This design comes from an exercise in tuning for small area and a short achievable clock period on the open sky130 flow, not from production work. Only simulation tests tie the RTL to the original design; equivalence was not proved. Power is estimated from default activity; no workload was simulated.

Setup of job 2535:
// rv_front_top
module rv_front_top #(
    parameter int                DWIDTH     = 32,
    parameter int                AWIDTH     = 32,
    parameter logic [AWIDTH-1:0] RESET_PC   = '0,
    parameter int                IMEM_DEPTH = 64
)(
    input  logic                                clk,
    input  logic                                rst_n_i,
    input  logic                                imem_we_i,
    input  logic [$clog2(IMEM_DEPTH)-1:0]       imem_waddr_i,
    input  logic [DWIDTH-1:0]                   imem_wdata_i,
    input  logic                                stall_i,
    input  logic                                redirect_i,
    input  logic [AWIDTH-1:0]                   redirect_target_i,
    input  logic                                wb_en_i,
    input  logic [rv_front_pkg::REG_ADDR_W-1:0] wb_rd_i,
    input  logic [DWIDTH-1:0]                   wb_data_i,
    output logic [AWIDTH-1:0]                   pc_o,
    output logic [DWIDTH-1:0]                   insn_o,
    output logic [6:0]                          opcode_o,
    output logic [rv_front_pkg::REG_ADDR_W-1:0] rd_o,
    output logic [rv_front_pkg::REG_ADDR_W-1:0] rs1_o,
    output logic [rv_front_pkg::REG_ADDR_W-1:0] rs2_o,
    output logic [6:0]                          funct7_o,
    output logic [2:0]                          funct3_o,
    output logic [4:0]                          shamt_o,
    output logic [DWIDTH-1:0]                   imm_o,
    output logic [DWIDTH-1:0]                   rs1_data_o,
    output logic [DWIDTH-1:0]                   rs2_data_o
);
Size: about 7,500 cells after synthesis, roughly 3,200 flip-flops, about 310 I/O pins, ~120,000 sq um of cells after synthesis.
==> flow/config.mk <==
export PLATFORM = sky130hd
export DESIGN_NAME = rv_front_top
export DESIGN_NICKNAME = rv_front_top
export VERILOG_FILES = /design/flow/design.v
export SDC_FILE = /design/flow/constraint.sdc
export NUM_CORES = 4
export LEC_CHECK = 0
export CAP_MARGIN = 20
export CORE_MARGIN = 2
export CORE_UTILIZATION = 50
export SETUP_SLACK_MARGIN = 3.0
export SLEW_MARGIN = 20
==> flow/constraint.sdc <==
create_clock -name core_clock -period 8.5 [get_ports {clk}]
set_input_delay 1.7000 -clock core_clock [delete_from_list [all_inputs] [get_ports {clk}]]
set_output_delay 1.7000 -clock core_clock [all_outputs]
set_load 0.01 [all_outputs]
run.sh (not shown) runs the stock make flow with config.mk's settings and CLKGATE_MAP_FILE= SYNTH_SCRIPT=/design/flow/synth_recipe.tcl, a recipe that flattens the netlist after the stock synthesis.
Job 2535 completed end to end with timing, DRC and antenna clean.
Relative to job 2535, the following input files were edited for job 4899:
==> flow/flow/run.sh (new file) <==
#!/bin/bash
# Layout flow: the standard flow (standard.sh), with the port buffers
# that global placement inserts made plain buf_4 cells instead of the
# default pick, so the sizing repair can resize them. Every port still
# gets its buffer.
set -euo pipefail
cat >> config.mk <<'EOC'
export BUFFER_PORTS_ARGS = -buffer_cell sky130_fd_sc_hd__buf_4
EOC
bash standard.sh > standard_flow.log 2>&1
==> flow/standard.sh (new file) <==
#!/bin/bash
# synth_recipe.tcl (not shown) runs the flow's synth.tcl, then flattens the netlist and writes it again
# the make line also repeats each setting of config.mk as NAME=value (left out here)
make -C /OpenROAD-flow-scripts/flow DESIGN_CONFIG=/design/flow/config.mk WORK_HOME=/design/flow/orfs CLKGATE_MAP_FILE= SYNTH_SCRIPT=/design/flow/synth_recipe.tcl "${@:-finish}"
--- a/flow/config.mk
+++ b/flow/config.mk
@@ -12 +12,2 @@
 export SLEW_MARGIN = 20
+export BUFFER_PORTS_ARGS = -buffer_cell sky130_fd_sc_hd__buf_4
removed: flow/run.sh
Notes after the runs:
The final layout from job 4899, which completed every stage, passed the timing, DRC and antenna checks at the end of the flow.
Job 4899 vs job 2535, post-cts sizing count went down by 174.
Job 4899 vs. job 2535: slew at the pin closest to its max-slew limit shrank by 0.0090 ns; combinational power share shrank by 0.6 points; total net switching power shrank by about 1.4%; minimum hold slack shrank by 0.014 ns.
Re number of buffers added on ports: no difference whatsoever between job 4899 and job 2535.
Diff job 2535 -> job 4899 | endpoint required time on the critical path | decrease of 2.50 ns
On routed wire length, job 4899 does better than job 2535.

---

Another version of the RTL of rv_front_top (not shown whole).
Size in the first run: ~6300 cells after synthesis, roughly 310 I/O pins, about 120000 sq um of cells after synthesis.
// rv_front_top
module rv_front_top #(
    parameter int                DWIDTH     = 32,
    parameter int                AWIDTH     = 32,
    parameter logic [AWIDTH-1:0] RESET_PC   = '0,
    parameter int                IMEM_DEPTH = 64
)(
    input  logic                                clk,
    input  logic                                rst_n_i,
    input  logic                                imem_we_i,
    input  logic [$clog2(IMEM_DEPTH)-1:0]       imem_waddr_i,
    input  logic [DWIDTH-1:0]                   imem_wdata_i,
    input  logic                                stall_i,
    input  logic                                redirect_i,
    input  logic [AWIDTH-1:0]                   redirect_target_i,
    input  logic                                wb_en_i,
    input  logic [rv_front_pkg::REG_ADDR_W-1:0] wb_rd_i,
    input  logic [DWIDTH-1:0]                   wb_data_i,
    output logic [AWIDTH-1:0]                   pc_o,
    output logic [DWIDTH-1:0]                   insn_o,
    output logic [6:0]                          opcode_o,
    output logic [rv_front_pkg::REG_ADDR_W-1:0] rd_o,
    output logic [rv_front_pkg::REG_ADDR_W-1:0] rs1_o,
    output logic [rv_front_pkg::REG_ADDR_W-1:0] rs2_o,
    output logic [6:0]                          funct7_o,
    output logic [2:0]                          funct3_o,
    output logic [4:0]                          shamt_o,
    output logic [DWIDTH-1:0]                   imm_o,
    output logic [DWIDTH-1:0]                   rs1_data_o,
    output logic [DWIDTH-1:0]                   rs2_data_o
);
export LEC_CHECK = 0
export CAP_MARGIN = 20
export CORE_MARGIN = 2
export CORE_UTILIZATION = 58
export CTS_CLUSTER_DIAMETER = 75
export CTS_CLUSTER_SIZE = 22
export SETUP_SLACK_MARGIN = 4.0
export SLEW_MARGIN = 20
export SYNTH_HIERARCHICAL = 1
export SYNTH_MINIMUM_KEEP_SIZE = 0
export BUFFER_PORTS_ARGS = -buffer_cell sky130_fd_sc_hd__buf_4
create_clock -name core_clock -period 8.5 [get_ports {clk}]
standard.sh (not shown) runs the stock make flow with config.mk's settings and CLKGATE_MAP_FILE= SYNTH_SCRIPT=/design/flow/synth_recipe.tcl, a recipe that flattens the netlist after the stock synthesis.
==> flow/flow/run.sh <==
#!/bin/bash
# Layout flow: the standard flow (standard.sh), with the port buffers
# that global placement inserts made plain buf_4 cells instead of the
# default pick, so the sizing repair can resize them. Every port still
# gets its buffer.
set -euo pipefail
cat >> config.mk <<'EOC'
export BUFFER_PORTS_ARGS = -buffer_cell sky130_fd_sc_hd__buf_4
EOC
bash standard.sh > standard_flow.log 2>&1
The baseline completed with no timing, DRC or antenna violations.
Rerun with:
--- a/flow/config.mk
+++ b/flow/config.mk
@@ -10 +10 @@
-export CORE_UTILIZATION = 58
+export CORE_UTILIZATION = 62
@@ -13 +13 @@
-export SETUP_SLACK_MARGIN = 4.0
+export SETUP_SLACK_MARGIN = 3.8
Outcome: Worst setup slack is better by 0.037 ns; hold slack degrades by 0.0057 ns; routed wire length shrinks by about 4.4%; first-iteration DRC count shrinks by about 1.5%; non-clock buffer count came out lower by 142; final cell count shrinks by 2.9%; via count goes down by about 1.1%; die area came out lower by about 6.4%.
Rerun with:
--- a/flow/config.mk
+++ b/flow/config.mk
@@ -10 +10 @@
-export CORE_UTILIZATION = 62
+export CORE_UTILIZATION = 58
After rerunning:
- The changed run produced a clean layout
- wire length went up by 1.2%
- critical path depth falls by 4
- cell area stays flat
- sequential power barely changes
- die area rises by 6.8%
- power went up by 0.73%
- worst hold slack gains 0.0057 ns

[separate check: timing with driven ports]
Ports are ideal in the flow. The routed layouts listed here were re-timed in OpenROAD.
Step 1, drivers: a clkbuf_16 drives clk and a buf_2 each remaining input, both assumed.
Step 2, shift: input delay + t, output delay - t, t = (earliest + latest rising clock arrival at the registers) / 2. This alone moves slack from input paths to output paths.
Slacks: no drivers / after step 1 / after step 2; pairs: no drivers / after step 1.
run | t (ns) | setup slack, ns | hold WS [ns] | slew at the worst register clock pin (ns)
job 2535 | 1.067 | 2.934 / 2.844 / 1.944 | 0.525 / 0.525 / 0.525 | 0.07 / 0.07
job 4899 | 1.068 | 2.901 / 2.800 / 2.004 | 0.510 / 0.510 / 0.510 | 0.07 / 0.07
the first run of note 2 | 0.972 | 3.647 / 3.522 / 2.866 | 0.514 / 0.514 / 0.514 | 0.10 / 0.10
the second run of note 2 | 0.952 | 3.683 / 3.604 / 2.769 | 0.508 / 0.508 / 0.508 | 0.09 / 0.09
the third run of note 2 | 0.955 | 3.718 / 3.628 / 2.704 | 0.514 / 0.514 / 0.514 | 0.10 / 0.10
After both steps every run listed still meets setup and hold. The setup slack of the third run of note 2, which loses most, moves by -0.090 ns with the drivers and by -1.014 ns with both steps.
